This is an optimization exercise on Yosys and OpenROAD, whose aim is small area and a short achievable clock period, not a production implementation.
Where RTL was checked, it was by simulation tests only, not by an equivalence proof against the original.
Power figures rest on the tool's default switching activity, not on a simulated workload.

==> flow/design.v (excerpt) <==
module psram_rsp #(
    parameter int unsigned MEM_AW = 8
) (
    input  logic        clk_i,
    input  logic        rst_i,
    input  logic [7:0]  cfg_rcmd_i,
    input  logic [7:0]  cfg_wcmd_i,
    input  logic [7:0]  cfg_mrcmd_i,
    input  logic [7:0]  cfg_mwcmd_i,
    input  logic [7:0]  cfg_rlc_i,
    input  logic [7:0]  cfg_wlc_i,
    input  logic        psram_sck_i,
    input  logic        psram_ce_i,
    input  logic [7:0]  psram_io_in_i,
    input  logic        psram_dqs_in_i,
    output logic [7:0]  psram_io_out_o,
    output logic        psram_io_en_o,
    output logic        psram_dqs_out_o,
    output logic        psram_dqs_en_o,
    output logic [31:0] mr_o,
    output logic        err_o
);
Size in the first run: about 2300 flip-flops, roughly 110 I/O pins, roughly 64000 µm² of cells after synthesis.
export LEC_CHECK = 0
export CAP_MARGIN = 20
export CORE_MARGIN = 2
export CORE_UTILIZATION = 75
export SETUP_SLACK_MARGIN = 3.7
export SLEW_MARGIN = 20
create_clock -name core_clock -period 6.0 [get_ports {clk_i}]
standard.sh (not shown) runs the stock make flow with config.mk's settings and CLKGATE_MAP_FILE= SYNTH_SCRIPT=/design/flow/synth_recipe.tcl, a recipe that flattens the netlist after the stock synthesis.
==> flow/flow/run.sh <==
#!/bin/bash
# The standard layout (standard.sh), with these changes:
#  * plain buf_4 buffers on the ports instead of the delay buffers that buffer_ports
#    picks by default;
#  * clock tree synthesis without dummy loads, with clkbuf_16 buffers and larger sink
#    clusters than the default (fewer leaf buffers).
# ORFS's own logs stay in orfs/logs; standard.sh's output goes to standard.log.
set -e
bash standard.sh \
  BUFFER_PORTS_ARGS="-buffer_cell sky130_fd_sc_hd__buf_4" \
  CTS_ARGS="-sink_clustering_enable -repair_clock_nets -dont_use_dummy_load -buf_list sky130_fd_sc_hd__clkbuf_16 -sink_clustering_size 25 -sink_clustering_max_diameter 80" \
  finish > standard.log 2>&1
The first run ran to the end with no violations.
Next try:
--- a/flow/design.v
+++ b/flow/design.v
@@ -33,28 +33,29 @@
     logic [1:0]        byte_cnt_q;
     logic [7:0]        lat_q;
     logic              is_wr_q;
     logic              is_mr_q;
     logic              mwr_done_q;
     logic [3:0][7:0]   mr_q;
     logic [7:0]        io_out_q;
     logic              io_en_q;
     logic              dqs_out_q;
     logic              dqs_en_q;
     logic [3:0][7:0]   sd_q;            
-    logic [3:0][1:0]   sh_q;            
+    logic [3:0][3:0]   soh_q;           
     logic [3:0][3:0]   spos_q;          
+    logic [3:0]        sl0_q, sl8_q;    
     logic [3:0]        mwsel_q;         
     logic [15:0][15:0][7:0] ring_q;     
     logic [3:0]        ph_q;
-    logic [15:0]       rsel_c;          
+    logic [15:0]       rsel_q, rsel_d;  
     logic [NPS-1:0][15:0] psel_q, psel_d;  
     logic [NRG-1:0][7:0] rdp_q;         
     logic edge_c, rise_c, go_c;
     logic [7:0] rd_or_c;
     logic idle_go_c, inst_cap_c, inst_go_c, addr_edge_c, addr4_c;
     logic m_r_c, m_w_c, m_mr_c, m_mw_c, any_lat_c;
     logic lat_rise_c, lat_done_c, rd_start_c, rd_edge_c, wr_edge_c, inc_c, mr_wr_c;
     assign edge_c = sck_q ^ sck_prev_q;
     assign rise_c = sck_q & ~sck_prev_q;
     assign go_c   = ~ce_q;
     assign m_r_c     = (opcode_q == cfg_rcmd_i);
@@ -147,73 +148,84 @@
             mwr_done_q <= 1'b1;
         end
     end
     logic [3:0]  ld_col_c, ld_pos_c;
     logic [15:0][7:0] rd_ring_c;
     logic [NRG-1:0][7:0] rd_grp_c;
     assign ld_col_c = io_q[7:4] + ph_q + 4'd1;
     always_comb begin
         for (int g = 0; g < NPS; g++) begin
             if (addr_edge_c) begin
                 psel_d[g] = 16'b1 << ld_col_c;
-            end else if (inc_c && ptr_q[3:0] == 4'd15) begin
+            end else if (inc_c && rsel_q[15]) begin
                 psel_d[g] = {psel_q[g][13:0], psel_q[g][15:14]};
             end else begin
                 psel_d[g] = {psel_q[g][14:0], psel_q[g][15]};
             end
         end
-        rsel_c = 16'b1 << ptr_q[3:0];
+        if (addr_edge_c) begin
+            rsel_d = 16'b1 << io_q[3:0];
+        end else if (inc_c) begin
+            rsel_d = {rsel_q[14:0], rsel_q[15]};
+        end else begin
+            rsel_d = rsel_q;
+        end
     end
     always_comb begin
         for (int r = 0; r < 16; r++) begin
             rd_ring_c[r] = '0;
             for (int p = 0; p < 16; p++) begin
                 rd_ring_c[r] = rd_ring_c[r] | ({8{psel_q[r / (16 / NPS)][p]}} & ring_q[r][p]);
             end
         end
         for (int g = 0; g < NRG; g++) begin
             rd_grp_c[g] = '0;
             for (int r = (16 / NRG) * g; r < (16 / NRG) * (g + 1); r++) begin
-                rd_grp_c[g] = rd_grp_c[g] | ({8{rsel_c[r]}} & rd_ring_c[r]);
+                rd_grp_c[g] = rd_grp_c[g] | ({8{rsel_q[r]}} & rd_ring_c[r]);
             end
         end
     end
     always_comb begin
         rd_or_c = '0;
         for (int g = 0; g < NRG; g++) begin
             rd_or_c = rd_or_c | rdp_q[g];
         end
     end
     assign ld_pos_c = ptr_q[7:4] + ph_q + 4'd1;
     always_ff @(posedge clk_i) begin
         ptr_q  <= ptr_d;
         ph_q   <= ph_q + 4'd1;
+        rsel_q <= rsel_d;
         psel_q <= psel_d;
         rdp_q  <= rd_grp_c;
         if (addr_edge_c) begin
             mwsel_q <= 4'b1 << io_q[1:0];
         end
         for (int e = 0; e < 4; e++) begin
             if (wr_edge_c && dqs_q && ptr_q[1:0] == 2'(e)) begin
                 sd_q[e]   <= io_q;
-                sh_q[e]   <= ptr_q[3:2];
+                soh_q[e]  <= 4'b1 << ptr_q[3:2];
                 spos_q[e] <= ld_pos_c;
+                sl0_q[e]  <= (ld_pos_c == 4'd15);
+                sl8_q[e]  <= (ld_pos_c == 4'd7);
             end else begin
                 spos_q[e] <= spos_q[e] + 4'd1;
+                sl0_q[e]  <= (spos_q[e] == 4'd14);
+                sl8_q[e]  <= (spos_q[e] == 4'd6);
             end
         end
         for (int r = 0; r < 16; r++) begin
             for (int p = 0; p < 16; p++) begin
-                if (p == 0 && spos_q[r % 4] == 4'd15 && sh_q[r % 4] == 2'(r / 4)) begin
+                if (p == 0 && sl0_q[r % 4] && soh_q[r % 4][r / 4]) begin
                     ring_q[r][p] <= sd_q[r % 4];
-                end else if (p == 8 && spos_q[r % 4] == 4'd7 && sh_q[r % 4] == 2'(r / 4)) begin
+                end else if (p == 8 && sl8_q[r % 4] && soh_q[r % 4][r / 4]) begin
                     ring_q[r][p] <= sd_q[r % 4];
                 end else begin
                     ring_q[r][p] <= ring_q[r][(p + 15) % 16];
                 end
             end
         end
     end
     assign psram_io_out_o  = io_out_q;
     assign psram_io_en_o   = io_en_q;
     assign psram_dqs_out_o = dqs_out_q;
     assign psram_dqs_en_o  = dqs_en_q;
=>
- The new run went through all stages and came out clean
- hold slack loses 0.015 ns
- first-iteration DRC count goes down by a quarter to a third
- register-to-register slack gets better by 0.06 ns
- synthesized area grows slightly
- total power increases by a few percent
- worst setup slack improves by 0.057 ns
- via count went down by a few percent
- wire length falls by roughly a tenth
No functional check of the RTL was part of the first run of this note.

[what the ideal ports hide]
The flow's constraints put no driver on any port. The routed layouts listed below were extracted and timed again, unchanged, in two steps.
Step 1 assumes that a clkbuf_16 drives the clock port and a buf_2 every other input.
Step 2 also shifts input and output timing later by t, the mid clock arrival at the registers, as if the neighbouring blocks saw the same clock.
Three values: ideal ports, drivers, drivers and shift; two values: the first two.
run | t (ns) | slack for setup (ns) | hold slack, ns | worst setup path after step 2 | clock arrival spread, ns
the first run | 0.764 | 3.474 / 3.399 / 3.194 | 0.317 / 0.317 / 0.317 | input to register | 0.091 / 0.091
the second run | 0.752 | 3.531 / 3.460 / 3.076 | 0.301 / 0.301 / 0.301 | input to register | 0.062 / 0.061
After both steps setup and hold are still met in every run listed. The setup slack of the second run, which loses most, moves by -0.071 ns with the drivers and by -0.455 ns with both steps.
